What follows belongs to an exercise in optimizing a design on an open flow for small area, a short achievable clock period and few clock cycles per item; a production flow would make more cautious choices.
RTL that was checked went through simulation tests only; none was proved equivalent to the original.
Power and IR drop assume default switching activity.

## kmp_substring_search_core
module kmp_substring_search_core #(
	parameter int unsigned MAX_PATTERN    = kmpss_pkg::MAX_PATTERN_DEF,
	parameter int unsigned POSITION_WIDTH = kmpss_pkg::POSITION_WIDTH_DEF
) (
	input  wire logic        clk,
	input  wire logic        arst_n,
	input  wire logic        s_tvalid,
	output logic             s_tready,
	input  wire logic [7:0]  s_tdata,   
	input  wire logic [1:0]  s_tuser,   
	input  wire logic        s_tlast,
	output logic             m_tvalid,
	input  wire logic        m_tready,
	output logic [39:0]      m_tdata    
);
clock: 6.0 ns
lec_check: 0
abc_area: 1
cap_margin: 20
core_margin: 2
core_utilization: 65
cts_cluster_diameter: 100
cts_cluster_size: 28
place_density: 0.75
setup_slack_margin: 3.75
slew_margin: 20
tns_end_percent: 25
run.sh (not shown) runs the stock make flow with config.mk's settings and CLKGATE_MAP_FILE= SYNTH_SCRIPT=/design/flow/synth_recipe.tcl, a recipe that flattens the netlist after the stock synthesis.
Testbench counts at the start, summed over its fixed seeds: cycles 25,211, items 25,187.
Edit:
Settings changed: SETUP_SLACK_MARGIN 3.75 to 3.6, TNS_END_PERCENT 25 to unset.
Non-clock buffer count decreases by 21.
Clock power hardly moves.
Sequential power barely changes.
Cell count decreases by 0.66%.
Power came out lower by 2.0%.
Final area shrinks by 1.5%.
Utilization shrinks by 1.1 points.
Sequential cell count is unchanged.
Edit:
Settings changed: ABC_AREA 1 to 0.
Total power goes down by 1.9%.
Setup slack improved by 0.12 ns.
Core utilization increases by 0.94 points.
Edit:
Settings changed: SETUP_SLACK_MARGIN 3.6 to 3.75, TNS_END_PERCENT set to 25.
=> Sequential power barely changes; non-clock buffer count rises by 16; design area rises by 1.0%; worst setup slack is worse by 0.066 ns.


Another version of the RTL of kmp_substring_search_core (not shown whole).
Size: roughly 670 flip-flops, about 57 I/O pins, ~0.030 mm2 of cells after synthesis.
Settings: LEC_CHECK=0, ABC_AREA=1, CAP_MARGIN=20, CORE_MARGIN=2, CORE_UTILIZATION=65, CTS_CLUSTER_DIAMETER=100, CTS_CLUSTER_SIZE=28, PLACE_DENSITY=0.75, SETUP_SLACK_MARGIN=3.75, SLEW_MARGIN=20, TNS_END_PERCENT=25; clock period 6.0 ns.
The first run finished with timing, DRC and antenna clean.
Rerun with:
SETUP_SLACK_MARGIN = 3.6   (was 3.75)
TNS_END_PERCENT = not set   (was 25)
Outcome: The changed run went through all stages and came out clean; total power went down by a few percent; cell area went down slightly; clock skew went up by 0.0058 ns; worst hold slack is better by 0.0074 ns; via count barely changes; count of clock-buffer cells in the layout stays the same; setup slack stays the same; global-route usage went up by 0.21 points; synthesized area is unchanged.
No run of this note included a check of the RTL's function; only the layout flow was run.


kmp_substring_search_core, a different RTL version from the one above (not shown whole).
For scale: roughly 2300 cells after synthesis, about 57 I/O pins, ~30000 sq um of cells after synthesis.
// kmp_substring_search_core
module kmp_substring_search_core #(
	parameter int unsigned MAX_PATTERN    = kmpss_pkg::MAX_PATTERN_DEF,
	parameter int unsigned POSITION_WIDTH = kmpss_pkg::POSITION_WIDTH_DEF
) (
	input  wire logic        clk,
	input  wire logic        arst_n,
	input  wire logic        s_tvalid,
	output logic             s_tready,
	input  wire logic [7:0]  s_tdata,   
	input  wire logic [1:0]  s_tuser,   
	input  wire logic        s_tlast,
	output logic             m_tvalid,
	input  wire logic        m_tready,
	output logic [39:0]      m_tdata    
);
Settings: LEC_CHECK=0, ABC_AREA=1, CAP_MARGIN=20, CORE_MARGIN=2, CORE_UTILIZATION=65, CTS_CLUSTER_DIAMETER=100, CTS_CLUSTER_SIZE=28, PLACE_DENSITY=0.75, SETUP_SLACK_MARGIN=3.75, SLEW_MARGIN=20, TNS_END_PERCENT=25; clock period 6.0 ns.
The first run finished with timing, DRC and antenna clean.
Testbench counts at the start, summed over its fixed seeds: cycles 25,255, items 25,187.
Next try:
SETUP_SLACK_MARGIN = 3.6   (was 3.75)
TNS_END_PERCENT = not set   (was 25)
First-iteration DRC count falls by 4.0%.
Total power decreases by 1.2%.
Maximum frequency hardly moves.
Cell area goes down by 0.81%.
Setup slack is worse by 3.3 ps.
Routed wire length is lower by about 1.2%.
Non-clock buffer count fell by 5.
Next try:
CORE_UTILIZATION = 78   (was 65)
PLACE_DENSITY = 0.86   (was 0.75)
Area after synthesis does not change.
Global-route usage grows by 7.6 points.
Via count climbs by 4.8%.
Final area goes down by 0.88%.
Maximum frequency shrinks by about 1.5%.
Worst setup slack got worse by 37 ps.
Utilization is higher by 14 points.


Another version of the RTL of kmp_substring_search_core (not shown whole).
Size in the first run: ~2300 cells after synthesis, about 670 flip-flops.
make LEC_CHECK=0 ABC_AREA=1 CAP_MARGIN=20 CORE_MARGIN=2 CORE_UTILIZATION=65 CTS_CLUSTER_DIAMETER=100 CTS_CLUSTER_SIZE=28 PLACE_DENSITY=0.75 SETUP_SLACK_MARGIN=3.8 SLEW_MARGIN=20 finish   # period 6.0 ns
The first run passed the timing, design-rule and antenna checks.
Testbench counts at the start, summed over its fixed seeds: cycles 25,211, items 25,187.
Edit:
SETUP_SLACK_MARGIN = 3.45   (was 3.8)
Result: Fmax went down by 6.4%. Sequential share of layout area came out higher by 2.3 points. Non-clock buffer count shrinks by 51. Clock skew decreases by 6.6 ps. Setup slack is worse by 160 ps. Clock-buffer cell count does not change. Via count fell by 3.1%. Routed wire length decreases by 4.8%. Combinational power went down by 16%. Sequential power is about the same.


kmp_substring_search_core, a different RTL version from the one above (not shown whole).
For scale: ~2000 cells after synthesis, ~640 flip-flops, about 28000 um^2 of cells after synthesis.
make LEC_CHECK=0 CAP_MARGIN=20 CORE_MARGIN=2 CORE_UTILIZATION=65 PLACE_DENSITY=0.75 SLEW_MARGIN=20 finish   # period 6.0 ns
The first run completed without violations.
Rerun with:
--- a/flow/config.mk
+++ b/flow/config.mk
@@ -8,5 +8,4 @@
 export CAP_MARGIN = 20
 export CORE_MARGIN = 2
-export CORE_UTILIZATION = 65
-export PLACE_DENSITY = 0.75
+export CORE_UTILIZATION = 40
 export SLEW_MARGIN = 20
What happened: Worst setup slack is worse by 0.023 ns. Cell count rose by 14%. Routed wire length climbs by 5.0%. Global-route usage came out lower by 9.7 points.
Function was not checked in any run of this note: the RTL went through the layout flow alone.

## what the ideal ports hide
The flow's constraints put no driver on any port. The routed layouts listed below were extracted and timed again, unchanged, in two steps.
Step 1 assumes that a clkbuf_16 drives the clock port and a buf_2 every other input.
Step 2 adds t to the input delays and takes it off the output delays; t is the mean of the earliest and latest rising clock arrival at the registers after step 1. Input paths then give back, and output paths get back, about the clock's delay inside the block.
Three values: no drivers, after step 1, after step 2; two values: the first two.
run | shift t [ns] | slack for setup (ns) | worst setup path at the end | clock arrival spread, ns | worst register clock-pin slew, ns
the first run of note 1 | 0.665 | 3.371 / 3.371 / 2.796 | input to register | 0.033 / 0.033 | 0.11 / 0.11
the second run of note 1 | 0.662 | 3.369 / 3.369 / 2.861 | input to register | 0.034 / 0.034 | 0.11 / 0.11
the third run of note 1 | 0.665 | 3.487 / 3.487 / 2.880 | input to register | 0.032 / 0.032 | 0.11 / 0.11
the fourth run of note 1 | 0.659 | 3.422 / 3.422 / 2.957 | input to register | 0.038 / 0.038 | 0.11 / 0.11
the first run of note 2 | 0.667 | 3.591 / 3.579 / 3.048 | input to register | 0.024 / 0.023 | 0.12 / 0.12
the second run of note 2 | 0.671 | 3.591 / 3.580 / 3.055 | input to register | 0.026 / 0.026 | 0.12 / 0.12
the first run of note 3 | 0.668 | 3.635 / 3.572 / 3.106 | input to register | 0.027 / 0.028 | 0.11 / 0.11
the second run of note 3 | 0.652 | 3.631 / 3.572 / 3.075 | input to register | 0.026 / 0.026 | 0.12 / 0.12
the third run of note 3 | 0.671 | 3.595 / 3.564 / 3.113 | input to register | 0.032 / 0.032 | 0.12 / 0.12
the first run of note 4 | 0.655 | 3.629 / 3.567 / 3.410 | input to register | 0.026 / 0.026 | 0.11 / 0.11
the second run of note 4 | 0.664 | 3.467 / 3.407 / 3.076 | input to register | 0.018 / 0.018 | 0.12 / 0.12
the first run of note 5 | 0.661 | 2.629 / 2.569 / 2.740 | register to register | 0.031 / 0.030 | 0.06 / 0.06
the second run of note 5 | 0.656 | 2.606 / 2.606 / 2.606 | register to register | 0.029 / 0.028 | 0.06 / 0.06
After both steps setup and hold are still met in every run listed. For the third run of note 1, which loses most, drivers alone change the setup slack by 0.000 ns; drivers and shift together by -0.607 ns.
